Background: an optimization exercise with open tools, aiming at small area, a short achievable clock period and few clock cycles per item. Do not read the settings as production practice. Function was checked by simulation only, so behaviour that the tests miss may differ from the original. Power and IR drop assume default switching activity.

<file path="flow/flow/run.sh">
#!/bin/bash
# The standard layout, with the port buffers made of buf_2 cells instead of the default
# delay buffer (every input and output port still gets its own buffer), and the timing
# repair aiming for 6.5 ns of setup slack at the design's clock period.
set -euo pipefail
bash standard.sh finish "BUFFER_PORTS_ARGS=-buffer_cell sky130_fd_sc_hd__buf_2" SETUP_SLACK_MARGIN=6.5 > standard_flow.log 2>&1
</file>
<file path="flow/standard.sh">
#!/bin/bash
# synth_recipe.tcl (not shown) runs the flow's synth.tcl, then flattens the netlist and writes it again
# the make line also repeats each setting of config.mk as NAME=value (left out here)
make -C /OpenROAD-flow-scripts/flow DESIGN_CONFIG=/design/flow/config.mk WORK_HOME=/design/flow/orfs CLKGATE_MAP_FILE= SYNTH_SCRIPT=/design/flow/synth_recipe.tcl "${@:-finish}"
</file>
<file path="flow/config.mk">
export PLATFORM = sky130hd
export DESIGN_NAME = multichannel_to_mono_pcm16_unit
export DESIGN_NICKNAME = multichannel_to_mono_pcm16_unit
export VERILOG_FILES = /design/flow/design.v
export SDC_FILE = /design/flow/constraint.sdc
export NUM_CORES = 4
export LEC_CHECK = 0
export CAP_MARGIN = 20
export CORE_MARGIN = 2
export CORE_UTILIZATION = 60
export CTS_BUF_LIST = sky130_fd_sc_hd__clkbuf_4 sky130_fd_sc_hd__clkbuf_8
export SLEW_MARGIN = 20
</file>
<file path="flow/constraint.sdc">
create_clock -name core_clock -period 10.0 [get_ports {i_clk}]
set_input_delay 2.0000 -clock core_clock [delete_from_list [all_inputs] [get_ports {i_clk}]]
set_output_delay 2.0000 -clock core_clock [all_outputs]
set_load 0.01 [all_outputs]
</file>
<file path="flow/design.v">
`default_nettype none
package mcmono_pkg;
    localparam int MAX_CHANNELS = 8;
    localparam int                 CFG_IDX_W    = 1;
    localparam int                 CFG_W        = 4;
    localparam int                 CFG_FMT_W    = 2;
    localparam int                 CFG_CH_W     = 4;
    localparam logic [CFG_IDX_W-1:0] CFG_FORMAT   = 1'd0;
    localparam logic [CFG_IDX_W-1:0] CFG_CHANNELS = 1'd1;
    localparam logic [CFG_FMT_W-1:0] FMT_INT16   = 2'd0;
    localparam logic [CFG_FMT_W-1:0] FMT_FLOAT32 = 2'd1;
    localparam logic [CFG_FMT_W-1:0] FMT_RESET   = FMT_FLOAT32;
    localparam logic [CFG_CH_W-1:0]  CH_RESET    = 4'd2;
    localparam int CH_W   = $clog2(MAX_CHANNELS + 1);
    localparam int POS_W  = (MAX_CHANNELS > 1) ? $clog2(MAX_CHANNELS) : 1;
    localparam int SUM_W  = 36;
    localparam int MAG_W  = SUM_W - 1;
    localparam int MUL_W  = 24 + $clog2(MAX_CHANNELS);
    localparam int PROD_W = MUL_W + 15;
    localparam int NUM_W  = MUL_W + 17;
    localparam int DIV_W  = 16 + $clog2(MAX_CHANNELS);
    localparam int CNT_W  = $clog2(DIV_W);
    localparam int FIFO_DEPTH = 2;
    localparam logic [14:0]        PCM_SCALE = 15'd32767;
    localparam logic signed [15:0] PCM_MAX   = 16'sh7FFF;
    localparam logic signed [15:0] PCM_MIN   = 16'sh8000;
    typedef struct packed {
        logic signed [SUM_W-1:0] sum;
        logic                    zero;
        logic                    is_int;
        logic [CH_W-1:0]         ch;
        logic                    pkt_end;
    } t_frame;
endpackage
`default_nettype wire
`default_nettype none
module mcmono_add #(
    parameter int W = 36
) (
    input  wire  [W-1:0] i_a,
    input  wire  [W-1:0] i_b,
    input  wire          i_ci,
    output logic [W-1:0] o_s,
    output logic         o_co
);
    localparam int N = W + 1;
    logic [N-1:0] g, p, cg, cp;
    always_comb begin
        g[0] = i_ci;
        p[0] = 1'b0;
        for (int i = 0; i < W; i++) begin
            g[i+1] = i_a[i] & i_b[i];
            p[i+1] = i_a[i] ^ i_b[i];
        end
        cg = g;
        cp = p;
        for (int l = 1; l < N; l = l * 2) begin
            for (int i = 2 * l - 1; i < N; i = i + 2 * l) begin
                cg[i] = cg[i] | (cp[i] & cg[i-l]);
                cp[i] = cp[i] & cp[i-l];
            end
        end
        for (int l = 64; l >= 1; l = l / 2) begin
            for (int i = 3 * l - 1; i < N; i = i + 2 * l) begin
                cg[i] = cg[i] | (cp[i] & cg[i-l]);
                cp[i] = cp[i] & cp[i-l];
            end
        end
        for (int i = 0; i < W; i++) begin
            o_s[i] = p[i+1] ^ cg[i];
        end
        o_co = cg[N-1];
    end
endmodule
`default_nettype wire
`default_nettype none
module multichannel_to_mono_pcm16_unit (
    input  wire         i_clk,
    input  wire         i_rst_n,
    input  wire         i_cfg_we,
    input  wire [0:0]   i_cfg_index,
    input  wire [3:0]   i_cfg_data,
    input  wire         i_in_valid,
    output logic        o_in_ready,
    input  wire  [31:0] i_sample_bits,
    input  wire         i_silent,
    input  wire         i_packet_last,
    output logic        o_out_valid,
    input  wire         i_out_ready,
    output logic signed [15:0] o_mono_sample,
    output logic        o_packet_end
);
    logic       r_int;       
    logic       r_bad;       
    logic [2:0] r_nm1;       
    logic       r_ready;
    logic [2:0] r_pos;
    logic       r_fsil;
    logic       r_fpend;
    logic [1:0] r_count;     
    logic       accept;
    logic [2:0] pos_n;
    logic [2:0] nm1_n;
    logic       last;
    logic       commit;
    logic       xfer;
    assign accept = i_rst_n && i_in_valid && r_ready;
    assign last   = (r_pos == r_nm1);
    assign commit = accept && last;
    assign xfer   = i_rst_n && o_out_valid && i_out_ready;
    logic [7:0]  e;
    logic        f_big;
    logic        f_hi;
    logic        f_lo;
    logic [23:0] f_sig;
    logic [30:0] f_s1;
    logic [24:0] f_low;
    logic [31:0] f_mag;
    logic [31:0] i_val;
    assign e     = i_sample_bits[30:23];
    assign f_sig = {1'b1, i_sample_bits[22:0]};
    assign f_s1  = {7'd0, f_sig} << e[2:0];
    always_comb begin
        case (e[4:3])
            2'd0:    f_low = 25'(f_s1 >> 30);
            2'd1:    f_low = 25'(f_s1 >> 22);
            2'd2:    f_low = 25'(f_s1 >> 14);
            default: f_low = 25'(f_s1 >> 6);
        endcase
    end
    assign f_big = e[7] && ((e[6:3] != 4'd0) || (e[2] && e[1])) &&
                   !((e == 8'hFF) && (i_sample_bits[22:0] != 23'd0));
    assign f_hi  = e[7] && (e[6:3] == 4'd0) && !(e[2] && e[1]);
    assign f_lo  = (e[7:5] == 3'b011) && !((e[4:3] == 2'b00) && (e[2:0] != 3'd7));
    assign f_mag = f_big ? 32'h8000_0000 :
                   f_hi  ? {1'b0, f_s1[28:0], 2'b00} :
                   f_lo  ? {7'd0, f_low} : 32'd0;
    assign i_val = {{7{i_sample_bits[15]}}, i_sample_bits[15:0], 9'b0};
    logic [31:0] v_op;
    logic        v_inv;
    logic        v_ext;
    logic        v_last;
    logic        v_zero;
    logic        v_pend;
    always_ff @(posedge i_clk) begin
        v_op    <= accept ? (r_int ? i_val : (f_mag ^ {32{i_sample_bits[31]}})) : 32'd0;
        v_inv   <= accept && !r_int && i_sample_bits[31];
        v_ext   <= accept && (r_int ? i_sample_bits[15] : i_sample_bits[31]);
        v_last  <= commit;
        v_zero  <= r_fsil || i_silent || r_bad;
        v_pend  <= r_fpend || i_packet_last;
    end
    logic [35:0] r_acc;
    logic [35:0] sum;
    logic [35:0] addend;
    logic [35:0] acc_in;
    logic        s_neg;
    logic        s_cyl;
    logic        s_cye;
    logic [3:0]  v_n;
    assign v_n    = {1'b0, r_nm1} + 4'd1;
    assign addend = {{4{v_ext}}, v_op};
    assign acc_in = r_acc;
    mcmono_add #(.W(36)) u_acc_add (
        .i_a  (acc_in),
        .i_b  (addend),
        .i_ci (v_inv),
        .o_s  (sum),
        .o_co ()
    );
    assign s_neg  = sum[35];
    assign s_cyl  = (sum[14:12] == 3'd0) && (sum[11:8] < v_n);
    assign s_cye  = (sum[14:12] == 3'd0) && (sum[11:8] == v_n) && (sum[7:0] == 8'd0);
    always_ff @(posedge i_clk) begin
        if (!i_rst_n) begin
            r_acc <= {24'd0, 4'd2, 8'd0};
        end else if (i_cfg_we || v_last) begin
            r_acc <= {24'd0, {1'b0, nm1_n} + 4'd1, 8'd0};
        end else begin
            r_acc <= sum;
        end
    end
    logic        p_valid;
    logic [27:0] p_b;            
    logic        p_bs;           
    logic [6:0]  p_hi;           
    logic        p_cy;
    logic [10:0] p_hx;
    logic        p_sat;
    logic        p_zero;
    logic        p_pend;
    logic [2:0]  p_nm1;
    logic        p_move;
    always_ff @(posedge i_clk) begin
        if (v_last) begin
            p_b    <= sum[27:0];
            p_bs   <= s_neg;
            p_cy   <= s_cyl || (s_cye && !s_neg);
            p_hi   <= sum[34:28];
            p_zero <= v_zero;
            p_pend <= v_pend;
            p_nm1  <= r_nm1;
        end
    end
    assign p_hx  = {p_hi, p_b[27:24]} ^ {11{p_bs}};
    assign p_sat = (p_hx[10:3] != 8'd0) || (p_hx[2:0] > p_nm1);
    logic [28:0] ys;
    logic [18:0] x;
    logic [17:0] xm;
    logic [14:0] xk;
    logic [17:0] p_m;
    logic [1:0]  p_k;
    logic        p_d1;
    logic [2:0]  p_dsel;         
    logic        fast;
    mcmono_add #(.W(29)) u_y_add (
        .i_a  ({p_b[27], p_b}),
        .i_b  ({{16{~p_b[27]}}, ~p_b[27:15]}),
        .i_ci (p_cy),
        .o_s  (ys),
        .o_co ()
    );
    assign x  = ys[27:9];
    always_comb begin
        case (p_nm1)
            3'd1, 3'd5: p_k = 2'd1;
            3'd3:       p_k = 2'd2;
            3'd7:       p_k = 2'd3;
            default:    p_k = 2'd0;
        endcase
        case (p_nm1)
            3'd0, 3'd1, 3'd3, 3'd7: p_d1 = 1'b1;
            default:                p_d1 = 1'b0;
        endcase
        case (p_nm1)
            3'd4:    p_dsel = 3'b010;
            3'd6:    p_dsel = 3'b100;
            default: p_dsel = 3'b001;
        endcase
    end
    assign xm   = x[17:0] ^ {18{p_bs}};
    always_comb begin
        case (p_k)
            2'd1:    xk = x[15:1];
            2'd2:    xk = x[16:2];
            2'd3:    xk = x[17:3];
            default: xk = x[14:0];
        endcase
    end
    assign fast = p_zero || p_sat || p_d1;
    assign p_m  = p_zero ? 18'd0 :
                  p_sat  ? {3'd0, !p_bs, 13'd0, 1'b1} | {4'd0, {13{!p_bs}}, 1'b0} :
                  p_d1   ? {3'd0, xk} :
                  (p_k == 2'd1) ? {1'b0, xm[17:1]} : xm;
    logic        o_valid;
    logic        o_busy;
    logic [14:0] o_sh;
    logic        o_sign;
    logic        o_pend;
    logic [2:0]  o_rem;
    logic [2:0]  o_dsel;         
    logic [2:0]  o_cnt;
    logic        out_take;
    assign out_take = !o_busy && (!o_valid || i_out_ready);
    assign p_move   = p_valid && out_take;
    function automatic logic [3:0] dstep(input logic [2:0] ds, input logic [2:0] r,
                                         input logic b);
        logic       q3, q5, q7;
        logic [2:0] r3, r5, r7;
        q3    = r[1] | (r[0] & b);
        r3[2] = 1'b0;
        r3[1] = (r[0] & ~b) | (r[1] & b);
        r3[0] = (~r[1] & ~r[0] & b) | (r[1] & ~b);
        q5    = r[2] | (r[1] & r[0]) | (r[1] & b);
        r5[2] = (~r[2] & r[1] & ~r[0] & ~b) | (r[2] & b);
        r5[1] = (~r[2] & ~r[1] & r[0]) | (r[1] & r[0] & b) | (r[2] & ~b);
        r5[0] = (~r[2] & ~r[1] & b) | (r[1] & r[0] & ~b) | (r[2] & ~b);
        q7    = r[2] | (r[1] & r[0] & b);
        r7[0] = b ^ q7;
        r7[1] = r[0] ^ (q7 & b);
        r7[2] = r[1] ^ (q7 & r[0] & b);
        dstep = ({4{ds[0]}} & {q3, r3}) | ({4{ds[1]}} & {q5, r5}) | ({4{ds[2]}} & {q7, r7});
    endfunction
    logic [3:0] ds0, ds1, ds2;
    assign ds0 = dstep(o_dsel, o_rem, o_sh[14]);
    assign ds1 = dstep(o_dsel, ds0[2:0], o_sh[13]);
    assign ds2 = dstep(o_dsel, ds1[2:0], o_sh[12]);
    always_ff @(posedge i_clk) begin
        if (!i_rst_n) begin
            o_valid <= 1'b0;
            o_busy  <= 1'b0;
        end else if (p_move) begin
            o_pend <= p_pend;
            o_sign <= !p_zero && p_bs;
            o_rem  <= p_m[17:15];
            o_sh   <= p_m[14:0];
            o_dsel <= p_dsel;
            o_cnt  <= 3'd4;
            if (fast) begin
                o_valid <= 1'b1;
                o_busy  <= 1'b0;
            end else begin
                o_valid <= 1'b0;
                o_busy  <= 1'b1;
            end
        end else if (o_busy) begin
            o_sh  <= {o_sh[11:0], {ds0[3], ds1[3], ds2[3]} ^ {3{o_sign}}};
            o_rem <= ds2[2:0];
            o_cnt <= o_cnt - 3'd1;
            if (o_cnt == 3'd0) begin
                o_busy  <= 1'b0;
                o_valid <= 1'b1;
            end
        end else if (i_out_ready) begin
            o_valid <= 1'b0;
        end
    end
    assign o_out_valid   = o_valid;
    assign o_mono_sample = {o_sign, o_sh};
    assign o_packet_end  = o_pend;
    logic [1:0] count_n;
    logic       int_n;
    logic       bad_n;
    always_comb begin
        int_n = r_int;
        bad_n = r_bad;
        nm1_n = r_nm1;
        pos_n = r_pos;
        if (i_cfg_we) begin
            if (i_cfg_index == 1'b0) begin
                int_n = (i_cfg_data[1:0] == 2'd0);
                bad_n = i_cfg_data[1];
            end else begin
                nm1_n = (i_cfg_data == 4'd0) ? 3'd0 :
                        (i_cfg_data > 4'd8)  ? 3'd7 : 3'(i_cfg_data - 4'd1);
            end
            pos_n = 3'd0;
        end else if (accept) begin
            pos_n = last ? 3'd0 : r_pos + 3'd1;
        end
        count_n = r_count + {1'b0, commit} - {1'b0, xfer};
    end
    logic nl_acc;
    logic nl_cfg;
    logic notlast_n;
    logic cnt2_n;
    logic ready_n;
    assign nl_acc    = last ? (r_nm1 != 3'd0) : (r_pos + 3'd1 != r_nm1);
    assign nl_cfg    = i_cfg_index[0] ? (i_cfg_data[3:1] != 3'd0) : (r_nm1 != 3'd0);
    assign notlast_n = i_cfg_we ? nl_cfg : (accept ? nl_acc : !last);
    assign cnt2_n    = !xfer && (r_count[1] || (r_count[0] && accept && last));
    assign ready_n   = !cnt2_n || notlast_n;
    always_ff @(posedge i_clk) begin
        if (!i_rst_n) begin
            r_int   <= 1'b0;
            r_bad   <= 1'b0;
            r_nm1   <= 3'd1;
            r_pos   <= 3'd0;
            r_fsil  <= 1'b0;
            r_fpend <= 1'b0;
            r_count <= 2'd0;
            r_ready <= 1'b1;
            p_valid <= 1'b0;
        end else begin
            r_int   <= int_n;
            r_bad   <= bad_n;
            r_nm1   <= nm1_n;
            r_pos   <= pos_n;
            r_count <= count_n;
            r_ready <= ready_n;
            if (i_cfg_we || (accept && last)) begin
                r_fsil  <= 1'b0;
                r_fpend <= 1'b0;
            end else if (accept) begin
                r_fsil  <= r_fsil || i_silent;
                r_fpend <= r_fpend || i_packet_last;
            end
            if (v_last) begin
                p_valid <= 1'b1;
            end else if (p_move) begin
                p_valid <= 1'b0;
            end
        end
    end
    assign o_in_ready = r_ready;
endmodule
`default_nettype wire
</file>
==> impl_summary.log, run 1 <==
[metrics] wire length of the first global-routing pass: about 46000 um
[metrics] YS warnings: 3
[metrics] overall routing resource usage: 29.07%
[metrics] share of synthesized flip-flops with an asynchronous set or reset: 0%
[metrics] latest clock arrival within the worst-skew pair: ~0.46 ns
[metrics] number of antenna diodes: 0
[metrics] most common cell after layout, fill and taps aside: sky130_fd_sc_hd__nor2_1
[metrics] sequential share of the synthesized area: 33.60%
[metrics] I/O pin count: 63
[metrics] dominant synthesized flop cell: sky130_fd_sc_hd__dfxtp_1
[metrics] Total Power: between 0.001 and 0.0015 W
[metrics] hold violation total from the final report: 0
[metrics] number of synthesized register bits: roughly 160
[metrics] share of final-layout standard cells stronger than drive strength 1: between 20% and 30%
[metrics] main combinational cell family by area after synthesis: compound AO/OA/AOI/OAI gates
[metrics] nets@finish: 1475
[metrics] cells after synthesis: approximately 1300
[metrics] number of endpoints failing setup at the final stage: 0
[metrics] std cell rows: 50
[metrics] Crit path required time: a little over 10 ns
[metrics] Die Area: roughly 0.02 mm2
[metrics] CP cell instances: inv_1 -> ha_1 -> nand4_1 -> and2_4 -> a311o_1 -> o211ai_1 -> o211a_1 -> a41oi_2 -> nor2b_4 -> fa_2 -> xnor2_4 -> nand2_1 -> and3_1 -> a211oi_2 -> a21oi_1 -> a21oi_1 -> nor2_1 -> o21ai_1
[metrics] initial antenna violation count: 0
[metrics] via count: between 9000 and 10000
[metrics] count of unresolved DRC violations after routing: 0
[metrics] buffers from clock root to sink, at most: 2
[metrics] type of the worst setup path: flop to flop
[metrics] number of cell instances on the worst register-to-register path: 18
[metrics] sum of net half-perimeters after detailed placement: 21110 um
[metrics] xor-xnor portion of the synthesized cell area: 7.774%
[metrics] Worst setup SP type: flop
[metrics] Mapped Nets: approximately 1400
[metrics] Detailed Routing Iterations Pass 1: 5
[metrics] post-route clock period utilization: between 30% and 40%
[metrics] adder-cell share of the synthesized area: 13.42%
[metrics] placer congestion estimate: ~0.92
[metrics] Yosys cell types: 76
[metrics] sum of buffers and inverters on the critical path: 1
[metrics] Fmax: around 0.26 GHz
[metrics] MaxCap Viol Count: 0
[metrics] Setup Skew: ~0.017 ns
[metrics] count of port buffers added during placement: 62
[metrics] area of the core region: around 0.019 mm2
[metrics] maximum number of pins on one net before global-route repair: 49
[metrics] starting utilization of the core area: about three fifths
[metrics] logic depth of the worst setup path including buffers: 18
[metrics] post-CTS clock slew at the launch and capture registers of the worst setup and hold paths: approximately 0.1 ns
[metrics] fin. max-slew vios: 0
[metrics] least setup slack across all paths after layout: 6.128 ns
[metrics] total overflow reported by the global router: 0
[metrics] clock tree from TritonCTS: yes
[metrics] relative slew slack: between 30% and 40%
[metrics] IR Drop Worst-Case VDD: about 0.1 mV
[metrics] count of nets left with antenna violations after detail routing: 0
[metrics] filler cell count in the final layout: 1494
[metrics] Largest stage delay, worst path: between 0.4 and 0.5 ns
[metrics] proportion of synthesized area in mux cells: 7.027%
[metrics] leakage power: around 5.7 nW
[metrics] total detailed-routing wirelength: ~29000 um
[metrics] top fanout value on the critical path: 5
[metrics] category of cells accounting for the largest share of critical-path delay: compound AO/OA/AOI/OAI gates
[metrics] post-synthesis compound-gate area fraction: between 10% and 20%
[metrics] Horiz. Die Dim: roughly 140 um
[metrics] vertical die dimension: between 100 and 150 um
[metrics] number of enable-type register cells in the synthesized netlist: 68
[metrics] Setup WS pre-CTS: 5.551 ns
[metrics] Hold/Removal Path Class: flop to flop
[metrics] RSZ-0062 raised after global routing: true
[metrics] simple logic cell fraction of the synthesized area: between 15 and 20%
[metrics] Critical Path Most Common Cell: sky130_fd_sc_hd__a21oi_1
[metrics] most used cells in the layout excluding fill and tap cells: sky130_fd_sc_hd__nor2_1 (127), sky130_fd_sc_hd__nand2_1 (88), sky130_fd_sc_hd__dfxtp_1 (88), sky130_fd_sc_hd__a21oi_1 (84), sky130_fd_sc_hd__ha_1 (71)
[metrics] cell with the largest stage delay on the worst path: sky130_fd_sc_hd__edfxtp_1
[metrics] areal power density over the cells: 111.4 mW/mm2
[metrics] final critical-path required period: approximately 3.9 ns
[metrics] post-synthesis cell area: 0.01138 mm2
[metrics] number of DRC violations after detailed-routing iteration 0: around 410
[metrics] Crit. End Element: flop
[metrics] number of global-route vias before repair: between 9000 and 10000
[metrics] Avg Vias per Cell: approximately 6.0
[metrics] Cells on Worst Hold Path: 0
[metrics] number of CTS-inserted buffers: 17
[metrics] Setup TNS Final: 0 ns
[metrics] post-DR wirelength/cell: ~18 um
[metrics] result of the run: finished clean
[metrics] endpoint arrival time on the critical path: ~4.2 ns
[metrics] CTS HTree Levels: 4
[metrics] root cell of the clock tree: sky130_fd_sc_hd__clkbuf_8
[metrics] slew at the pin with the worst max-slew slack: 1.014 ns
[metrics] Layout area overhead: 16.35%
[metrics] Sinks on Clock Net: 157
[metrics] mean cell area of the mapped netlist: about 9.1 um2
[area by class of cell]
class	instances	area [um2]	share of cell area, %
multi-input combinational	971	7692	58.10
sequential	157	3825	28.89
timing repair buffer	114	769.5	5.812
tap	234	292.8	2.212
inverter	65	255.2	1.928
clock buffer	17	234.0	1.767
clock inverter	15	170.2	1.285
[routing by layer]
| layer | wire [um] | global-route usage, % | up-vias |
|---|---|---|---|
| li1 | - | - | 4631 |
| met1 | 11930 | 34.64 | 4494 |
| met2 | 14910 | 52.81 | 266 |
| met3 | 1113 | 4.117 | 61 |
| met4 | 859 | 11.79 | 0 |
| met5 | 0 | 0 | - |
[cells by family (layout without fill, tap and decap cells)]
group	after synthesis	in the layout
flops	157	157
mux	68	68
compound gates	315	315
simple gates	381	381
fa+ha+maj	106	106
xor+xnor	101	101
buf+inv	129	211
[per-stage QoR]
stage | cells | utilization (%) | cell area (um2) | hold slack (ns)
CTS | 1556 | 69.22 | 12900 | 0.3995
global route | 1573 | 71.01 | 13240 | 0.4017
detailed placement | 1498 | 64.93 | 12100 | 0.3906
global placement | 1498 | 64.93 | 12100 | 0.3900
floorplan | 1257 | - | 11790 | 0.3855
finish | 1573 | 71.01 | 13240 | 0.3960
[sequential cells by signal, indices dropped and copies added (netlist names), 2 cells and up]
name     flops
o_cnt        3
o_dsel       3
o_rem        3
o_sh        15
p_b         28
p_hi         7
p_nm1        3
r_acc       36
r_count      2
r_nm1        3
r_pos        3
v_op        32
[where the power goes]
| group | total (W) | leakage (nW) | switching (W) | internal, W |
|---|---|---|---|---|
| registers | 0.000703 | 1.36 | 0.0000139 | 0.000689 |
| clock network | 0.000481 | 0.203 | 0.000271 | 0.000210 |
| logic | 0.000292 | 4.16 | 0.000165 | 0.000127 |
[worst paths after layout]
| path | start | to | slack (ns) |
|---|---|---|---|
| hold / removal | v_pend$_DFF_P_ | p_pend$_DFFE_PP_ | 0.40 |
| setup reg to reg | p_b[25]$_DFFE_PP_ | o_sh[13]$_DFFE_PP_ | 6.13 |
| setup / recovery | p_b[25]$_DFFE_PP_ | o_sh[13]$_DFFE_PP_ | 6.13 |
| hold reg to reg | v_pend$_DFF_P_ | p_pend$_DFFE_PP_ | 0.40 |
[cells in the mapped netlist, types with 9 or more instances]
cell	n	area share [%]
sky130_fd_sc_hd__and2_1	34	1.9
sky130_fd_sc_hd__a211oi_1	21	1.4
sky130_fd_sc_hd__a21o_1	34	2.2
sky130_fd_sc_hd__clkbuf_1	43	1.4
sky130_fd_sc_hd__nor2b_1	25	1.4
sky130_fd_sc_hd__nand4_1	14	0.77
sky130_fd_sc_hd__mux2_2	11	1.1
sky130_fd_sc_hd__nor2_1	130	4.3
sky130_fd_sc_hd__nor4_1	10	0.55
sky130_fd_sc_hd__xnor2_1	62	4.8
sky130_fd_sc_hd__mux2i_1	48	4.2
sky130_fd_sc_hd__o21ai_0	59	2.6
sky130_fd_sc_hd__xor2_1	39	3.0
sky130_fd_sc_hd__nand3_1	22	0.97
sky130_fd_sc_hd__o22ai_1	25	1.4
sky130_fd_sc_hd__nand2b_1	12	0.66
sky130_fd_sc_hd__buf_1	11	0.36
sky130_fd_sc_hd__a21oi_1	95	4.2
sky130_fd_sc_hd__edfxtp_1	68	18
sky130_fd_sc_hd__nor3_1	12	0.53
sky130_fd_sc_hd__dfxtp_1	89	16
sky130_fd_sc_hd__o211ai_1	9	0.59
sky130_fd_sc_hd__inv_1	62	2.0
sky130_fd_sc_hd__fa_1	27	4.8
sky130_fd_sc_hd__nand2_1	90	3.0
sky130_fd_sc_hd__ha_1	78	8.6
[what timing repair did]
item | 4_1_cts | 5_1_grt
resized for setup | 47 | 45
pin swaps | 28 | 16
hold buffers | 0 | 0
buffers inserted | 26 | 16
gates cloned | 0 | 1
endpoints found under the setup margin | 51 | 46
Testbench counts, summed over its fixed seeds: cycles 14,010, frames 3,072.
==> inputs of run 2 (changes only) <==
--- a/flow/config.mk
+++ b/flow/config.mk
@@ -6,4 +6,5 @@
 export NUM_CORES = 4
 export LEC_CHECK = 0
+export ABC_AREA = 1
 export CAP_MARGIN = 20
 export CORE_MARGIN = 2
==> run 2 against run 1 <==
Net effect:
- routed wire length rose by 0.10%
- count of clock-buffer cells in the layout rose by 2
- synthesized cell count rose by 20%
- combinational power fell by 4%
- core utilization fell by 1.8 points
- non-clock buffer count fell by 9
- clock skew fell by 0.0015 ns
- critical endpoint is now o_rem[1]$_DFFE_PP_
==> impl_summary.log, run 2 <==
[metrics] Mapped Nets: 1654
[metrics] Largest register FFs: 36
[metrics] final critical-path required period: between 3 and 4 ns
[metrics] std cell rows: 50
[metrics] register with the most flip-flops: r_acc
[metrics] most common cell after layout, fill and taps aside: sky130_fd_sc_hd__nand2_1
[metrics] Yosys cell types: a little over 60
[metrics] Detailed Routing Iterations Pass 1: 5
[metrics] clock tree from TritonCTS: yes
[metrics] initial antenna violation count: 0
[metrics] Layout area overhead: 12.74%
[metrics] via count: ~10000
[metrics] Fmax: between 0.2 and 0.3 GHz
[metrics] number of cell instances on the worst register-to-register path: 16
[metrics] number of synthesized register bits: roughly 160
[metrics] count of port buffers added during placement: between 60 and 70
[metrics] IR Drop Worst-Case VDD: approximately 0.09 mV
[metrics] Setup Skew: roughly 0.015 ns
[metrics] maximum number of pins on one net before global-route repair: 44
[metrics] areal power density over the cells: between 100 and 150 mW/mm2
[metrics] sequential share of the synthesized area: between 30% and 40%
[metrics] Post-DP Area: around 0.012 mm2
[metrics] cell with the largest stage delay on the worst path: sky130_fd_sc_hd__fa_1
[metrics] nets@finish: between 1500 and 2000
[metrics] logic gate share of total power: 19.0%
[metrics] fin. max-slew vios: 0
[metrics] RSZ-0062 raised after global routing: true
[metrics] overall routing resource usage: 28.54%
[metrics] Die Area: 0.02039 mm2
[metrics] leakage power: 5.921 nW
[metrics] post-synthesis cell area: 0.01156 mm2
[metrics] root cell of the clock tree: sky130_fd_sc_hd__clkbuf_8
[metrics] post-DR wirelength/cell: 15.58 um
[metrics] top fanout value on the critical path: 11
[metrics] YS warnings: 3
[metrics] sum of net half-perimeters after detailed placement: roughly 21000 um
[metrics] CP cell instances: clkinvlp_4 -> buf_12 -> ha_1 -> a21oi_2 -> o21ai_1 -> a221oi_2 -> nand2_2 -> nand3_1 -> nand2_1 -> fa_1 -> xnor2_2 -> buf_4 -> xor2_2 -> nor2_1 -> o21ai_0 -> nand2_1
[metrics] total overflow reported by the global router: 0
[metrics] most used cells in the layout excluding fill and tap cells: sky130_fd_sc_hd__nand2_1 (342), sky130_fd_sc_hd__inv_1 (161), sky130_fd_sc_hd__o21ai_0 (120), sky130_fd_sc_hd__dfxtp_1 (88), sky130_fd_sc_hd__nor2_1 (85)
[metrics] count of nets left with antenna violations after detail routing: 0
[metrics] MaxCap Viol Count: 0
[metrics] number of antenna diodes: 0
[metrics] Sinks on Clock Net: about 160
[metrics] count of unresolved DRC violations after routing: 0
[metrics] I/O pin count: 63
[metrics] Crit path required time: approximately 10 ns
[metrics] least setup slack across all paths after layout: between 6 and 7 ns
[metrics] number of CTS-inserted buffers: 17
[metrics] total detailed-routing wirelength: 28840 um
[metrics] number of endpoints failing setup at the final stage: 0
[metrics] post-route clock period utilization: 33.75%
[metrics] starting utilization of the core area: between 60% and 70%
[metrics] largest registers: r_acc x36, v_op x32, p_b x28
[metrics] cells after synthesis: between 1500 and 2000
[metrics] Switching Share: a little under a third
[metrics] Worst setup SP type: flop
[metrics] switching power of the nets: 0.0004615 W
[metrics] library cell with the highest instance count after synthesis: sky130_fd_sc_hd__nand2_1
[metrics] top cell type by total area after synthesis: sky130_fd_sc_hd__edfxtp_1
[metrics] Critical Path Most Common Cell: sky130_fd_sc_hd__nand2_1
[metrics] latest clock arrival within the worst-skew pair: about 0.47 ns
[metrics] relative slew slack: approximately 44%
[metrics] post-CTS clock slew at the launch and capture registers of the worst setup and hold paths: 0.10 ns
[metrics] Cells on Worst Hold Path: 0
[metrics] share of final-layout standard cells stronger than drive strength 1: between 15 and 20%
[metrics] Setup TNS Final: 0 ns
[metrics] Hold/Removal Path Class: flop to flop
[metrics] wire length of the first global-routing pass: 46060 um
[metrics] placer congestion estimate: 1.015
[metrics] result of the run: finished clean
[metrics] hold violation total from the final report: 0
[metrics] Avg Vias per Cell: ~5.6
[metrics] mean cell area of the mapped netlist: between 7 and 8 um2
[metrics] Largest stage delay, worst path: between 0.4 and 0.5 ns
[metrics] Crit. End Element: flop
[metrics] dominant synthesized flop cell: sky130_fd_sc_hd__dfxtp_1
[metrics] number of DRC violations after detailed-routing iteration 0: 660
[metrics] most frequent cells after synthesis: sky130_fd_sc_hd__nand2_1 (353), sky130_fd_sc_hd__inv_1 (167), sky130_fd_sc_hd__o21ai_0 (133)
[metrics] post-route cell area: between 0.01 and 0.015 mm2
[metrics] Horiz. Die Dim: around 140 um
[metrics] area of the core region: approximately 0.019 mm2
[metrics] cell types with the largest area share after synthesis: sky130_fd_sc_hd__edfxtp_1 (18%), sky130_fd_sc_hd__dfxtp_1 (15%), sky130_fd_sc_hd__nand2_1 (11%)
[metrics] type of the worst setup path: flop to flop
[metrics] Final Core Density: between 60% and 70%
[metrics] CTS HTree Levels: 4
[metrics] internal power: slightly above 0.001 W
[metrics] top cell type's share of synthesized area: 17.67%
[metrics] number of global-route vias before repair: 9660
[metrics] clock network fraction of total power: about 33%
[metrics] slew at the pin with the worst max-slew slack: between 0.8 and 0.9 ns
[metrics] endpoint arrival time on the critical path: between 3 and 4 ns
[metrics] Setup WS pre-CTS: 5.663 ns
[metrics] share of synthesized flip-flops with an asynchronous set or reset: 0%
[metrics] vertical die dimension: between 100 and 150 um
[metrics] number of enable-type register cells in the synthesized netlist: 68
[metrics] worst hold margin: ~0.41 ns
[metrics] buffers from clock root to sink, at most: 2
[metrics] Seq pwr share: slightly below 50%
[metrics] Post-CTS Hold Fix Bufs: 0
run 2: per-stage QoR:
| stage | power (W) | std cells |
|---|---|---|
| final | 0.001475 | 1851 |
| after detailed placement | 0.0009760 | 1774 |
| after global placement | 0.0009724 | 1774 |
| after global routing | 0.001545 | 1851 |
| after floorplan | 0.0009076 | 1505 |
| after CTS | 0.001464 | 1823 |
run 2: worst max-delay path, delay by kind of cell (launching register included):
family	cells	cell delay, ns
buffers and inverters	3	0.44
DFF	1	0.42
adders and majority gates	2	0.85
AOI/OAI and AO/OA	4	0.70
xor gates and xnor gates	2	0.33
and+or+nand+nor	5	0.36
run 2: power by group through the flow:
stage                     Clock, W  Sequential [W]  Combinational, W
after floorplan                  0        0.000719          0.000188
after global placement           0        0.000725          0.000248
after detailed placement         0        0.000725          0.000251
after CTS                 0.000493        0.000710          0.000261
after global routing      0.000518        0.000712          0.000315
final                     0.000486        0.000709          0.000280
run 2: path summary, 6_finish.rpt:
check                                     endpoint  slack, ns         startpoint
worst max-delay path            o_rem[1]$_DFFE_PP_       6.63  p_b[27]$_DFFE_PP_
worst min-delay path              p_pend$_DFFE_PP_       0.41     v_pend$_DFF_P_
worst max register to register  o_rem[1]$_DFFE_PP_       6.63  p_b[27]$_DFFE_PP_
worst min register to register    p_pend$_DFFE_PP_       0.41     v_pend$_DFF_P_
run 2: what timing repair did:
action,4_1_cts,5_1_grt
resized for setup,31,64
pin swaps,11,37
endpoints found under the hold margin,0,0
setup buffers,13,27
setup endpoints to repair,69,52
cloned,4,1
run 2: area by class of cell:
type                    count  area (um2)
clock buffers              19       255.2
clock inverters            13       143.9
fillers                  1595        5802
inverters                 179       695.7
multi-input cells        1114        7091
flip-flops and latches    157        3825
well taps                 260       325.3
repair buffers            105       665.6
repair inverters            4       27.53
run 2: kinds of logic (layout without fill, tap and decap cells):
family          Yosys count  count (layout)  synth area share, %
simple gates            599             600                22.60
xor+xnor                 59              59                4.472
fa+ha+maj               105             105                13.12
compound gates          343             343                17.54
flops                   157             157                33.09
buf+inv                 235             320                8.575
mux                       7               7               0.6063
run 2: routing by layer:
metal	GRT usage [%]	wire, um	vias up
li1	-	-	5233
met5	0	0	-
met2	51.47	14500	276
met1	34.68	12300	4845
met3	3.722	1131	58
met4	10.89	899	0
==> inputs of run 3 (changes only) <==
--- a/flow/config.mk
+++ b/flow/config.mk
@@ -9,5 +9,5 @@
 export CAP_MARGIN = 20
 export CORE_MARGIN = 2
-export CORE_UTILIZATION = 60
+export CORE_UTILIZATION = 70
 export CTS_BUF_LIST = sky130_fd_sc_hd__clkbuf_4 sky130_fd_sc_hd__clkbuf_8
 export SLEW_MARGIN = 20
==> run 3 against run 2 <==
Net effect:
- still clean on timing, DRC and antenna
- routed wire length increased by 13%
- clock power increased by 2%
- fmax decreased by 12%
- sequential share of layout area about the same
- non-clock buffer count decreased by 7
- combinational power increased by 5%
- largest cell class unchanged
- highest routed layer unchanged
==> impl_summary.log, run 3 <==
[metrics] Post-CTS Hold Fix Bufs: 0
[metrics] root cell of the clock tree: sky130_fd_sc_hd__clkbuf_8
[metrics] number of synthesized register bits: 157
[metrics] total overflow reported by the global router: 0
[metrics] nets@finish: roughly 1700
[metrics] sum of buffers and inverters on the critical path: 2
[metrics] areal power density over the cells: about 120 mW/mm2
[metrics] vertical die dimension: between 100 and 150 um
[metrics] filler cell count in the final layout: about 1100
[metrics] Horiz. Die Dim: roughly 130 um
[metrics] hold violation total from the final report: 0
[metrics] number of CTS-inserted buffers: 17
[metrics] Layout area overhead: 12.60%
[metrics] maximum number of pins on one net before global-route repair: 45
[metrics] RSZ-0062 raised after global routing: true
[metrics] share of synthesized flip-flops with an asynchronous set or reset: 0%
[metrics] top cell type's share of synthesized area: roughly 18%
[metrics] Sinks on Clock Net: about 160
[metrics] overall routing resource usage: around a third
[metrics] post-CTS clock slew at the launch and capture registers of the worst setup and hold paths: 0.10 ns
[metrics] via count: 11170
[metrics] area of combinational cells with multiple inputs: slightly above 0.007 mm2
[metrics] cell types with the largest area share after synthesis: sky130_fd_sc_hd__edfxtp_1 (18%), sky130_fd_sc_hd__dfxtp_1 (15%), sky130_fd_sc_hd__nand2_1 (11%)
[metrics] largest registers: r_acc x36, v_op x32, p_b x28
[metrics] I/O pin count: 63
[metrics] total detailed-routing wirelength: between 30000 and 40000 um
[metrics] Yosys cell types: slightly above 60
[metrics] Hold/Removal Path Class: flop to flop
[metrics] mean cell area of the mapped netlist: approximately 7.7 um2
[metrics] register with the most flip-flops: r_acc
[metrics] Worst setup SP type: flop
[metrics] wire length of the first global-routing pass: 48320 um
[metrics] Largest register FFs: 36
[metrics] logic depth of the worst setup path including buffers: 20
[metrics] most frequent cells after synthesis: sky130_fd_sc_hd__nand2_1 (353), sky130_fd_sc_hd__inv_1 (167), sky130_fd_sc_hd__o21ai_0 (133)
[metrics] buffers from clock root to sink, at most: 2
[metrics] CTS HTree Levels: 4
[metrics] number of DRC violations after detailed-routing iteration 0: approximately 1400
[metrics] MaxCap Viol Count: 0
[metrics] share of final-layout standard cells stronger than drive strength 1: around 18%
[metrics] final critical-path required period: ~3.8 ns
[metrics] Crit. End Element: flop
[metrics] library cell with the highest instance count after synthesis: sky130_fd_sc_hd__nand2_1
[metrics] fin. max-slew vios: 0
[metrics] Fmax: about 0.26 GHz
[metrics] count of port buffers added during placement: 62
[metrics] top fanout value on the critical path: 4
[metrics] Mapped Nets: around 1700
[metrics] endpoint arrival time on the critical path: a little over 4 ns
[metrics] initial antenna violation count: 0
[metrics] area of the core region: 0.01600 mm2
[metrics] number of endpoints failing setup at the final stage: 0
[metrics] number of global-route vias before repair: about 10000
[metrics] latest clock arrival within the worst-skew pair: roughly 0.48 ns
[metrics] Crit path required time: between 10 and 15 ns
[metrics] post-DR wirelength/cell: ~18 um
[metrics] Largest stage delay, worst path: around 0.48 ns
[metrics] result of the run: finished clean
[metrics] dominant synthesized flop cell: sky130_fd_sc_hd__dfxtp_1
[metrics] starting utilization of the core area: approximately 72%
[metrics] sequential cell area: ~0.0038 mm2
[metrics] cells after synthesis: between 1500 and 2000
[metrics] number of enable-type register cells in the synthesized netlist: a little under 70
[metrics] post-route clock period utilization: about two fifths
[metrics] most common cell after layout, fill and taps aside: sky130_fd_sc_hd__nand2_1
[metrics] Cells on Worst Hold Path: 0
[metrics] sequential share of the synthesized area: between 30% and 40%
[metrics] category of cells accounting for the largest share of critical-path delay: simple AND/OR/NAND/NOR gates
[metrics] std cell rows: 46
[metrics] top cell type by total area after synthesis: sky130_fd_sc_hd__edfxtp_1
[metrics] number of antenna diodes: 0
[metrics] worst hold margin: approximately 0.42 ns
[metrics] sum of net half-perimeters after detailed placement: 21470 um
[metrics] count of unresolved DRC violations after routing: 0
[metrics] slew at the pin with the worst max-slew slack: 0.8179 ns
[metrics] Detailed Routing Iterations Pass 1: 8
[metrics] clock tree from TritonCTS: yes
[metrics] CP cell instances: inv_1 -> ha_1 -> nand2_2 -> o21ai_2 -> nand3_1 -> and2_4 -> o21ai_4 -> nand3_2 -> o2111ai_4 -> buf_6 -> nand3_4 -> nand2_4 -> nand3_1 -> nand2_2 -> fa_2 -> nand2_1 -> o2111ai_2 -> o211ai_1 -> o211ai_1 -> a22o_1
[metrics] Die Area: 0.01755 mm2
[metrics] leakage power: 5.894 nW
[metrics] IR Drop Worst-Case VDD: 0.09936 mV
[metrics] relative slew slack: between 40% and 50%
[metrics] placer congestion estimate: 0.9943
[metrics] number of cell instances on the worst register-to-register path: 20
[metrics] YS warnings: 3
[metrics] type of the worst setup path: flop to flop
[metrics] cell with the largest stage delay on the worst path: sky130_fd_sc_hd__fa_2
[metrics] Setup Skew: roughly 0.018 ns
[metrics] Final Core Density: between 80% and 90%
[metrics] count of nets left with antenna violations after detail routing: 0
[metrics] most used cells in the layout excluding fill and tap cells: sky130_fd_sc_hd__nand2_1 (338), sky130_fd_sc_hd__inv_1 (157), sky130_fd_sc_hd__o21ai_0 (115), sky130_fd_sc_hd__dfxtp_1 (88), sky130_fd_sc_hd__nor2_1 (83)
[metrics] post-synthesis cell area: between 0.01 and 0.015 mm2
[metrics] Avg Vias per Cell: roughly 6.2
[metrics] Setup TNS Final: 0 ns
-- run 3: final cells by class --
cell class / count / area share, %
clock inverters: 15 / 1.298
clock buffers: 17 / 1.798
repair buffers: 98 / 4.663
repair inverters: 4 / 0.1923
multi-input cells: 1114 / 55.21
inverters: 179 / 5.365
flip-flops and latches: 157 / 29.39
well taps: 216 / 2.077
-- run 3: layer usage --
layer | vias up | global-route usage [%] | wire length [um] | part of all wire (%)
met5 | - | 0 | 0 | 0
met4 | 0 | 19.83 | 2322 | 7.1
met3 | 198 | 5.747 | 2376 | 7.3
met2 | 658 | 59.30 | 15890 | 49
met1 | 5097 | 39.31 | 12090 | 37
li1 | 5216 | - | - | -
-- run 3: worst reg2reg max path: stages, from the launching register on --
cell	delay (ns)
sky130_fd_sc_hd__edfxtp_1	0.39
sky130_fd_sc_hd__inv_1	0.08
sky130_fd_sc_hd__ha_1	0.30
sky130_fd_sc_hd__nand2_2	0.06
sky130_fd_sc_hd__o21ai_2	0.14
sky130_fd_sc_hd__nand3_1	0.12
sky130_fd_sc_hd__and2_4	0.18
sky130_fd_sc_hd__o21ai_4	0.17
sky130_fd_sc_hd__nand3_2	0.13
sky130_fd_sc_hd__o2111ai_4	0.16
sky130_fd_sc_hd__buf_6	0.16
sky130_fd_sc_hd__nand3_4	0.08
sky130_fd_sc_hd__nand2_4	0.10
sky130_fd_sc_hd__nand3_1	0.20
sky130_fd_sc_hd__nand2_2	0.15
sky130_fd_sc_hd__fa_2	0.49
sky130_fd_sc_hd__nand2_1	0.11
sky130_fd_sc_hd__o2111ai_2	0.11
sky130_fd_sc_hd__o211ai_1	0.13
sky130_fd_sc_hd__o211ai_1	0.12
sky130_fd_sc_hd__a22o_1	0.21
-- run 3: cells by family (layout without fill, tap and decap cells) --
logic type / after synthesis / count (layout) / share of synthesized area, %
AOI/OAI and AO/OA: 343 / 343 / 17.54
xor gates and xnor gates: 59 / 59 / 4.472
adders and majority gates: 105 / 105 / 13.12
buffers and inverters: 235 / 313 / 8.575
DFF: 157 / 157 / 33.09
muxes: 7 / 7 / 0.6063
and+or+nand+nor: 599 / 600 / 22.60
-- run 3: final timing paths --
| check | startpoint | to | slack (ns) |
|---|---|---|---|
| hold reg to reg | v_pend$_DFF_P_ | p_pend$_DFFE_PP_ | 0.42 |
| hold / removal | v_pend$_DFF_P_ | p_pend$_DFFE_PP_ | 0.42 |
| setup / recovery | p_b[16]$_DFFE_PP_ | o_sh[13]$_DFFE_PP_ | 6.18 |
| setup reg to reg | p_b[16]$_DFFE_PP_ | o_sh[13]$_DFFE_PP_ | 6.18 |
-- run 3: per-stage QoR --
stage | instance area, um2 | power, W | instances | setup slack (ns)
6_report | 13010 | 0.001501 | 1800 | 6.183
5_1_grt | 13010 | 0.001554 | 1800 | 6.076
4_1_cts | 12560 | 0.001465 | 1778 | 6.437
3_5_place_dp | 11890 | 0.0009743 | 1729 | 5.706
3_3_place_gp | 11890 | 0.0009665 | 1729 | 5.681
2_1_floorplan | 11610 | 0.0009076 | 1505 | 6.493
-- run 3: where the power goes --
group / switching [W] / leakage, nW / total (W) / internal, W
Sequential: 0.0000183 / 1.35 / 0.000711 / 0.000692
Clock: 0.000267 / 0.208 / 0.000497 / 0.000230
Combinational: 0.000188 / 4.33 / 0.000293 / 0.000105
-- run 3: timing repair --
item / in CTS / in global routing
setup buffers: 12 / 22
endpoints found under the hold margin: 0 / 0
gates resized for setup: 42 / 81
cloned: 5 / 0
setup endpoints to repair: 70 / 51
pin swaps: 13 / 32
==> inputs of run 4 (changes only) <==
--- a/flow/config.mk
+++ b/flow/config.mk
@@ -9,5 +9,5 @@
 export CAP_MARGIN = 20
 export CORE_MARGIN = 2
-export CORE_UTILIZATION = 70
+export CORE_UTILIZATION = 50
 export CTS_BUF_LIST = sky130_fd_sc_hd__clkbuf_4 sky130_fd_sc_hd__clkbuf_8
 export SLEW_MARGIN = 20
==> run 4 against run 3 <==
Net effect:
- clock power shrank 7.2%
- first-iteration DRC count down 45%
- total power decreased by 3.2%
- synthesized cell count unchanged
- critical path depth is 6 lower
- area after synthesis unchanged
- sequential power about the same
- highest routed layer unchanged
==> impl_summary.log, run 4 <==
[metrics] switching power of the nets: around 0.00047 W
[metrics] number of CTS-inserted buffers: 17
[metrics] Fmax: ~0.3 GHz
[metrics] starting utilization of the core area: between 50 and 60%
[metrics] top fanout value on the critical path: 4
[metrics] category of cells accounting for the largest share of critical-path delay: compound AO/OA/AOI/OAI gates
[metrics] Detailed Routing Iterations Pass 1: 8
[metrics] clock network fraction of total power: a little under a third
[metrics] fin. max-slew vios: 0
[metrics] std cell rows: between 50 and 60
[metrics] post-synthesis compound-gate area fraction: about 18%
[metrics] top cell type's share of synthesized area: between 10% and 20%
[metrics] Critical Path Most Common Cell: sky130_fd_sc_hd__nand2_1
[metrics] Crit path required time: 10.23 ns
[metrics] post-CTS clock slew at the launch and capture registers of the worst setup and hold paths: ~0.10 ns
[metrics] CTS HTree Levels: 4
[metrics] register with the most flip-flops: r_acc
[metrics] worst hold margin: ~0.42 ns
[metrics] Mapped Nets: ~1700
[metrics] simple logic cell fraction of the synthesized area: between 20 and 25%
[metrics] Post-CTS Hold Fix Bufs: 0
[metrics] Worst setup SP type: flop
[metrics] final critical-path required period: between 3 and 4 ns
[metrics] root cell of the clock tree: sky130_fd_sc_hd__clkbuf_8
[metrics] largest registers: r_acc x36, v_op x32, p_b x28
[metrics] sequential share of the synthesized area: between 30% and 40%
[metrics] mean cell area of the mapped netlist: between 7 and 8 um2
[metrics] type of the worst setup path: flop to flop
[metrics] hold violation total from the final report: 0
[metrics] nets@finish: about 1700
[metrics] count of nets left with antenna violations after detail routing: 0
[metrics] overall routing resource usage: 24.56%
[metrics] total detailed-routing wirelength: between 20000 and 30000 um
[metrics] adder-cell share of the synthesized area: 13.12%
[metrics] clock tree from TritonCTS: yes
[metrics] total overflow reported by the global router: 0
[metrics] Horiz. Die Dim: roughly 160 um
[metrics] least setup slack across all paths after layout: ~6.6 ns
[metrics] number of cells in the design after placement: 1800
[metrics] Yosys cell types: 61
[metrics] cells after synthesis: between 1500 and 2000
[metrics] cell types with the largest area share after synthesis: sky130_fd_sc_hd__edfxtp_1 (18%), sky130_fd_sc_hd__dfxtp_1 (15%), sky130_fd_sc_hd__nand2_1 (11%)
[metrics] Layout area overhead: 12.85%
[metrics] RSZ-0062 raised after global routing: true
[metrics] internal power: ~0.00098 W
[metrics] number of antenna diodes: 0
[metrics] area of the core region: about 0.023 mm2
[metrics] top cell type by total area after synthesis: sky130_fd_sc_hd__edfxtp_1
[metrics] main combinational cell family by area after synthesis: simple AND/OR/NAND/NOR gates
[metrics] post-DR wirelength/cell: 15.80 um
[metrics] IR Drop Worst-Case VDD: 0.08710 mV
[metrics] YS warnings: 3
[metrics] dominant synthesized flop cell: sky130_fd_sc_hd__dfxtp_1
[metrics] share of final-layout standard cells stronger than drive strength 1: 17.28%
[metrics] count of port buffers added during placement: 62
[metrics] areal power density over the cells: approximately 110 mW/mm2
[metrics] number of synthesized register bits: 157
[metrics] most frequent cells after synthesis: sky130_fd_sc_hd__nand2_1 (353), sky130_fd_sc_hd__inv_1 (167), sky130_fd_sc_hd__o21ai_0 (133)
[metrics] I/O pin count: 63
[metrics] Sinks on Clock Net: 157
[metrics] vertical die dimension: about 160 um
[metrics] most used cells in the layout excluding fill and tap cells: sky130_fd_sc_hd__nand2_1 (339), sky130_fd_sc_hd__inv_1 (161), sky130_fd_sc_hd__o21ai_0 (114), sky130_fd_sc_hd__dfxtp_1 (88), sky130_fd_sc_hd__nor2_1 (85)
[metrics] maximum number of pins on one net before global-route repair: 44
[metrics] number of endpoints failing setup at the final stage: 0
[metrics] endpoint arrival time on the critical path: roughly 3.7 ns
[metrics] most common cell after layout, fill and taps aside: sky130_fd_sc_hd__nand2_1
[metrics] library cell with the highest instance count after synthesis: sky130_fd_sc_hd__nand2_1
[metrics] Largest register FFs: 36
[metrics] number of DRC violations after detailed-routing iteration 0: about 780
[metrics] Die Area: roughly 0.024 mm2
[metrics] number of enable-type register cells in the synthesized netlist: slightly below 70
[metrics] share of synthesized flip-flops with an asynchronous set or reset: 0%
[metrics] sum of buffers and inverters on the critical path: 1
[metrics] wire length of the first global-routing pass: roughly 48000 um
[metrics] Final Core Density: between 50 and 60%
[metrics] Crit. End Element: flop
[metrics] via count: between 10000 and 15000
[metrics] CP cell instances: clkinvlp_4 -> ha_1 -> a21oi_1 -> o21ai_0 -> a221oi_2 -> nand2_2 -> nand3_1 -> nand2_1 -> fa_1 -> xnor2_2 -> o221ai_1 -> o21ai_2 -> nand2_1 -> a22o_1
[metrics] cell with the largest stage delay on the worst path: sky130_fd_sc_hd__fa_1
[metrics] relative slew slack: between 40 and 50%
[metrics] latest clock arrival within the worst-skew pair: about 0.47 ns
[metrics] result of the run: finished clean
[metrics] Setup Skew: 0.02225 ns
[metrics] filler cell count in the final layout: ~2200
[metrics] length of routed met2 wiring: roughly 15000 um
[metrics] post-synthesis cell area: about 0.012 mm2
[metrics] Largest stage delay, worst path: roughly 0.46 ns
[metrics] logic gate share of total power: just under 20%
[metrics] xor-xnor portion of the synthesized cell area: under 10%
[metrics] MaxCap Viol Count: 0
[metrics] proportion of synthesized area in mux cells: less than 1%
[metrics] Hold/Removal Path Class: flop to flop
[metrics] Setup WS pre-CTS: between 5 and 6 ns
[metrics] length of routed wiring on met1: between 10000 and 15000 um
[metrics] slew at the pin with the worst max-slew slack: between 0.7 and 0.8 ns
[metrics] buffers from clock root to sink, at most: 2
[metrics] leakage power: 5.911 nW
[metrics] Switching Share: between 30% and 40%
[metrics] sum of net half-perimeters after detailed placement: 22660 um
[metrics] routed wl met3: 1129 um
[metrics] Setup TNS Final: 0 ns
[metrics] number of global-route vias before repair: approximately 9700
[metrics] post-route clock period utilization: 34.20%
[metrics] initial antenna violation count: 0
[metrics] uppermost signal routing layer after detailed routing: met4
[metrics] Seq pwr share: roughly half
[metrics] filler-free cell count of the finished design: approximately 1900
[metrics] count of unresolved DRC violations after routing: 0
[metrics] placer congestion estimate: 0.9629
[metrics] Avg Vias per Cell: around 5.5
-- run 4: cell counts after synthesis --
Identical to the previous run, type by type.
-- run 4: cells by family (layout without fill, tap and decap cells) --
kind of cell,after synthesis,in the layout
simple gates,599,600
xor+xnor,59,59
fa+ha+maj,105,105
compound gates,343,343
buf+inv,235,320
flops,157,157
mux,7,7
-- run 4: metal layers --
layer	vias up	global-route usage, %
li1	5228	-
met1	4732	30.38
met2	253	43.91
met3	55	3.389
met4	0	8.432
met5	-	0
-- run 4: final timing paths --
| kind | startpoint | slack (ns) | cells after the start | endpoint |
|---|---|---|---|---|
| setup reg to reg | p_b[27]$_DFFE_PP_ | 6.58 | 14 | o_sh[14]$_DFFE_PP_ |
| hold reg to reg | v_pend$_DFF_P_ | 0.42 | 0 | p_pend$_DFFE_PP_ |
| setup / recovery | p_b[27]$_DFFE_PP_ | 6.58 | 14 | o_sh[14]$_DFFE_PP_ |
| hold / removal | v_pend$_DFF_P_ | 0.42 | 0 | p_pend$_DFFE_PP_ |
-- run 4: stage by stage --
step           total power, W  instance area (um2)
2_1_floorplan       0.0009076                11610
3_3_place_gp        0.0009776                11990
3_5_place_dp        0.0009797                11990
4_1_cts              0.001444                12550
5_1_grt              0.001528                13040
6_report             0.001453                13040
-- run 4: power by group through the flow --
stage	logic (W)	registers, W	clock network (W)
detailed placement	0.000255	0.000725	0
global route	0.000320	0.000712	0.000496
finish	0.000282	0.000709	0.000461
CTS	0.000262	0.000710	0.000471
global placement	0.000252	0.000725	0
floorplan	0.000188	0.000719	0
-- run 4: timing repair --
| action | CTS | global route |
|---|---|---|
| gates cloned | 4 | 1 |
| pin swaps | 11 | 28 |
| gates resized for setup | 38 | 65 |
| endpoints found under the setup margin | 68 | 50 |
| buffers inserted | 7 | 32 |
-- run 4: worst register-to-register path, delay by kind of cell (launching register included) --
kind / cells / cell delay [ns]
compound gates: 6 / 1.24
xor+xnor: 1 / 0.22
fa+ha+maj: 2 / 0.85
buf+inv: 1 / 0.12
flops: 1 / 0.42
simple gates: 4 / 0.35
-- run 4: layout make-up --
cell class                      count  area, um2  area share, %
Clock buffer                       17      234.0          1.794
Clock inverter                     15      146.4          1.123
Inverter                          179      694.4          5.325
Multi-Input combinational cell   1114       7101          54.45
Sequential cell                   157       3825          29.33
Tap cell                          285      356.6          2.734
Timing Repair Buffer              105      659.4          5.056
Timing Repair inverter              4      25.02         0.1919
==> inputs of run 5 (changes only) <==
--- a/flow/config.mk
+++ b/flow/config.mk
@@ -9,5 +9,4 @@
 export CAP_MARGIN = 20
 export CORE_MARGIN = 2
-export CORE_UTILIZATION = 50
-export CTS_BUF_LIST = sky130_fd_sc_hd__clkbuf_4 sky130_fd_sc_hd__clkbuf_8
+export CORE_UTILIZATION = 60
 export SLEW_MARGIN = 20
==> run 5 against run 4 <==
Net effect:
- critical path type unchanged
- largest cell class unchanged
- sequential power about the same
- combinational power about the same
- area after synthesis unchanged
- clock skew decreased by 0.013 ns
- design area increased by 1.2%
- fmax increased by 0.23%
- hold slack got worse by 0.017 ns
- clock power increased by 41%
- sequential cell count unchanged
- non-clock buffer count decreased by 1
==> impl_summary.log, run 5 <==
[metrics] result of the run: finished clean
[metrics] cell with the largest stage delay on the worst path: sky130_fd_sc_hd__fa_1
[metrics] Critical Path Most Common Cell: sky130_fd_sc_hd__o21ai_0
[metrics] starting utilization of the core area: ~61%
[metrics] std cell rows: 50
[metrics] category of cells accounting for the largest share of critical-path delay: compound AO/OA/AOI/OAI gates
[metrics] overall routing resource usage: 28.66%
[metrics] initial antenna violation count: 0
[metrics] count of unresolved DRC violations after routing: 0
[metrics] number of enable-type register cells in the synthesized netlist: 68
[metrics] Crit path required time: 10.15 ns
[metrics] IR Drop Worst-Case VDD: between 0.1 and 0.15 mV
[metrics] number of endpoints failing setup at the final stage: 0
[metrics] relative slew slack: between 40 and 50%
[metrics] Detailed Routing Iterations Pass 1: 8
[metrics] post-CTS clock slew at the launch and capture registers of the worst setup and hold paths: roughly 0.070 ns
[metrics] filler-free cell count of the finished design: around 1800
[metrics] buffers from clock root to sink, at most: 2
[metrics] Yosys cell types: 61
[metrics] latest clock arrival within the worst-skew pair: between 0.4 and 0.5 ns
[metrics] I/O pin count: 63
[metrics] Largest register FFs: 36
[metrics] clock tree from TritonCTS: yes
[metrics] final critical-path required period: 3.412 ns
[metrics] sum of net half-perimeters after detailed placement: ~21000 um
[metrics] CP cell instances: inv_1 -> ha_1 -> a21oi_1 -> o21ai_1 -> nand2_1 -> o2111ai_4 -> buf_4 -> fa_1 -> xnor2_2 -> o21ai_0 -> a221oi_1 -> o21ai_0 -> a21oi_1 -> o21ai_0
[metrics] post-DR wirelength/cell: between 15 and 20 um
[metrics] dominant synthesized flop cell: sky130_fd_sc_hd__dfxtp_1
[metrics] endpoint arrival time on the critical path: between 3 and 4 ns
[metrics] library cell with the highest instance count after synthesis: sky130_fd_sc_hd__nand2_1
[metrics] Sinks on Clock Net: between 150 and 200
[metrics] root cell of the clock tree: sky130_fd_sc_hd__clkbuf_16
[metrics] areal power density over the cells: between 100 and 150 mW/mm2
[metrics] number of cells in the design after placement: 1774
[metrics] CTS HTree Levels: 4
[metrics] post-route clock period utilization: approximately 34%
[metrics] register with the most flip-flops: r_acc
[metrics] Setup Skew: 0.009268 ns
[metrics] largest registers: r_acc x36, v_op x32, p_b x28
[metrics] sequential share of the synthesized area: 33.09%
[metrics] leakage power: between 6 and 7 nW
[metrics] via count: roughly 10000
[metrics] Fmax: around 0.29 GHz
[metrics] fin. max-slew vios: 0
[metrics] number of global-route vias before repair: approximately 9700
[metrics] number of synthesized register bits: 157
[metrics] placer congestion estimate: between 1 and 1.5
[metrics] RSZ-0062 raised after global routing: true
[metrics] share of synthesized flip-flops with an asynchronous set or reset: 0%
[metrics] Reg-to-Reg Start: p_b[25]$_DFFE_PP_
[metrics] worst hold margin: slightly above 0.4 ns
[metrics] Layout area overhead: 14.21%
[metrics] Hold/Removal Path Class: flop to flop
[metrics] mean cell area of the mapped netlist: approximately 7.7 um2
[metrics] number of cell instances on the worst register-to-register path: 14
[metrics] setup slack, reg-to-reg: between 6 and 7 ns
[metrics] Mapped Nets: between 1500 and 2000
[metrics] cell types with the largest area share after synthesis: sky130_fd_sc_hd__edfxtp_1 (18%), sky130_fd_sc_hd__dfxtp_1 (15%), sky130_fd_sc_hd__nand2_1 (11%)
[metrics] hold violation total from the final report: 0
[metrics] type of the worst setup path: flop to flop
[metrics] worst hold path startpoint: v_pend$_DFF_P_
[metrics] post-synthesis cell area: roughly 0.012 mm2
[metrics] vertical die dimension: between 100 and 150 um
[metrics] capture instance of the worst register-to-register path: o_sh[4]$_DFFE_PP_
[metrics] top fanout value on the critical path: 5
[metrics] top cell type by total area after synthesis: sky130_fd_sc_hd__edfxtp_1
[metrics] count of nets left with antenna violations after detail routing: 0
[metrics] MaxCap Viol Count: 0
[metrics] area of the core region: between 0.015 and 0.02 mm2
[metrics] sum of buffers and inverters on the critical path: 2
[metrics] number of antenna diodes: 0
[metrics] wire length of the first global-routing pass: 46170 um
[metrics] number of CTS-inserted buffers: 17
[metrics] Setup TNS Final: 0 ns
[metrics] top cell type's share of synthesized area: about 18%
[metrics] Largest stage delay, worst path: 0.45 ns
[metrics] cells after synthesis: 1505
[metrics] maximum number of pins on one net before global-route repair: 44
[metrics] number of DRC violations after detailed-routing iteration 0: 688
[metrics] slew at the pin with the worst max-slew slack: 0.8231 ns
[metrics] most frequent cells after synthesis: sky130_fd_sc_hd__nand2_1 (353), sky130_fd_sc_hd__inv_1 (167), sky130_fd_sc_hd__o21ai_0 (133)
[metrics] YS warnings: 3
[metrics] Total Power: 0.001642 W
[metrics] Post-CTS Hold Fix Bufs: 0
[metrics] Crit. End Element: flop
[metrics] WHS Endpoint: p_pend$_DFFE_PP_
[metrics] most common cell after layout, fill and taps aside: sky130_fd_sc_hd__nand2_1
[metrics] Die Area: 0.02039 mm2
[metrics] Avg Vias per Cell: about 5.6
[metrics] nets@finish: 1725
[metrics] count of port buffers added during placement: 62
[metrics] share of final-layout standard cells stronger than drive strength 1: ~17%
[metrics] Final Core Density: 70.09%
[metrics] Horiz. Die Dim: between 100 and 150 um
[metrics] most used cells in the layout excluding fill and tap cells: sky130_fd_sc_hd__nand2_1 (342), sky130_fd_sc_hd__inv_1 (161), sky130_fd_sc_hd__o21ai_0 (117), sky130_fd_sc_hd__dfxtp_1 (88), sky130_fd_sc_hd__nor2_1 (85)
[metrics] Worst setup SP type: flop
[metrics] Cells on Worst Hold Path: 0
[metrics] total detailed-routing wirelength: just under 30000 um
[metrics] total overflow reported by the global router: 0
[run 5: changes by cell type in the layout (fill, tap and decap cells not counted), sizes merged]
cell / change
bufinv: +1
clkbuf: +3
clkinv: -4
buf: -2
[run 5: through the flow]
stage               setup WS [ns]  instance area [um2]
finish                      6.588                13200
global route                6.444                13200
CTS                         6.501                12780
detailed placement          5.663                11950
global placement            5.652                11950
floorplan                   6.493                11610
[run 5: cells by family (layout without fill, tap and decap cells)]
kind of cell    count (synthesis)  in the layout  synth area share [%]
buf+inv                       235            318                 8.575
xor+xnor                       59             59                 4.472
flops                         157            157                 33.09
simple gates                  599            600                 22.60
fa+ha+maj                     105            105                 13.12
compound gates                343            343                 17.54
mux                             7              7                0.6063
[run 5: worst reg2reg max path: stages (launching register included)]
cell	delay, ns
sky130_fd_sc_hd__edfxtp_1	0.44
sky130_fd_sc_hd__inv_1	0.11
sky130_fd_sc_hd__ha_1	0.26
sky130_fd_sc_hd__a21oi_1	0.17
sky130_fd_sc_hd__o21ai_1	0.13
sky130_fd_sc_hd__nand2_1	0.13
sky130_fd_sc_hd__o2111ai_4	0.17
sky130_fd_sc_hd__buf_4	0.18
sky130_fd_sc_hd__fa_1	0.45
sky130_fd_sc_hd__xnor2_2	0.29
sky130_fd_sc_hd__o21ai_0	0.16
sky130_fd_sc_hd__a221oi_1	0.23
sky130_fd_sc_hd__o21ai_0	0.13
sky130_fd_sc_hd__a21oi_1	0.16
sky130_fd_sc_hd__o21ai_0	0.12
[run 5: how the worst max path moves through the flow]
stage | slack (ns) | startpoint | cells past startpoint | endpoint
floorplan | 6.49 | p_b[27]$_DFFE_PP_ | 18 | o_sh[12]$_DFFE_PP_
global placement | 5.65 | i_sample_bits[23] | 12 | v_op[10]$_SDFF_PN0_
detailed placement | 5.66 | i_sample_bits[23] | 12 | v_op[10]$_SDFF_PN0_
CTS | 6.50 | p_b[17]$_DFFE_PP_ | 17 | o_sh[4]$_DFFE_PP_
global route | 6.44 | p_b[2]$_DFFE_PP_ | 17 | o_sh[3]$_DFFE_PP_
finish | 6.59 | p_b[25]$_DFFE_PP_ | 14 | o_sh[4]$_DFFE_PP_
[run 5: repair_timing]
action | in CTS | in global routing
gates cloned | 4 | 0
gates resized for setup | 32 | 66
endpoints found under the setup margin | 70 | 49
pin swaps | 12 | 28
buffers inserted | 13 | 26
[run 5: routing by layer]
layer | GRT usage (%) | part of all wire (%) | routed length [um] | vias to the layer above
met3 | 3.689 | 4.0 | 1164 | 55
met2 | 52.10 | 51 | 14910 | 302
met5 | 0 | 0 | 0 | -
met4 | 10.84 | 2.9 | 858 | 0
met1 | 34.54 | 42 | 12310 | 4843
li1 | - | - | - | 5229
[run 5: report_power, final]
part	switching [W]	leakage [nW]	internal (W)	total, W
combinational	0.000177	4.37	0.000105	0.000282
clock	0.000289	0.287	0.000361	0.000650
sequential	0.0000168	1.35	0.000693	0.000710
total	0.000483	6.01	0.00116	0.00164
[run 5: layout make-up]
class	count	area (um2)
Timing Repair inverter	3	22.52
Multi-Input combinational cell	1114	7084
Clock buffer	19	442.9
Sequential cell	157	3825
Timing Repair Buffer	104	661.9
Clock inverter	13	143.9
Fill cell	1563	5633
Inverter	179	691.9
Tap cell	260	325.3

what the ideal ports hide:
The flow's constraints put no driver on any port. The routed layouts listed below were extracted and timed again, unchanged, in two steps.
Step 1 assumes that a clkbuf_16 drives the clock port and a buf_2 every other input.
Step 2 moves the port delays by t, midway between the first and last clock arrival at a register: inputs arrive t later, outputs are due t later. That takes back most of the time a late clock gives input paths.
Slacks: ideal ports / drivers / drivers and shift; pairs: ideal ports / drivers.
run	t, ns	slack for setup (ns)	worst slew at a driven data input, ns
run 1	0.490	6.128 / 6.128 / 5.828	0.14
run 2	0.498	6.625 / 6.625 / 6.135	0.05
run 3	0.508	6.183 / 6.183 / 6.134	0.05
run 4	0.496	6.580 / 6.580 / 6.116	0.05
run 5	0.472	6.588 / 6.588 / 6.135	0.05
After both steps every run listed still meets setup and hold. For run 2, which loses most, drivers alone change the setup slack by 0.000 ns; drivers and shift together by -0.490 ns.
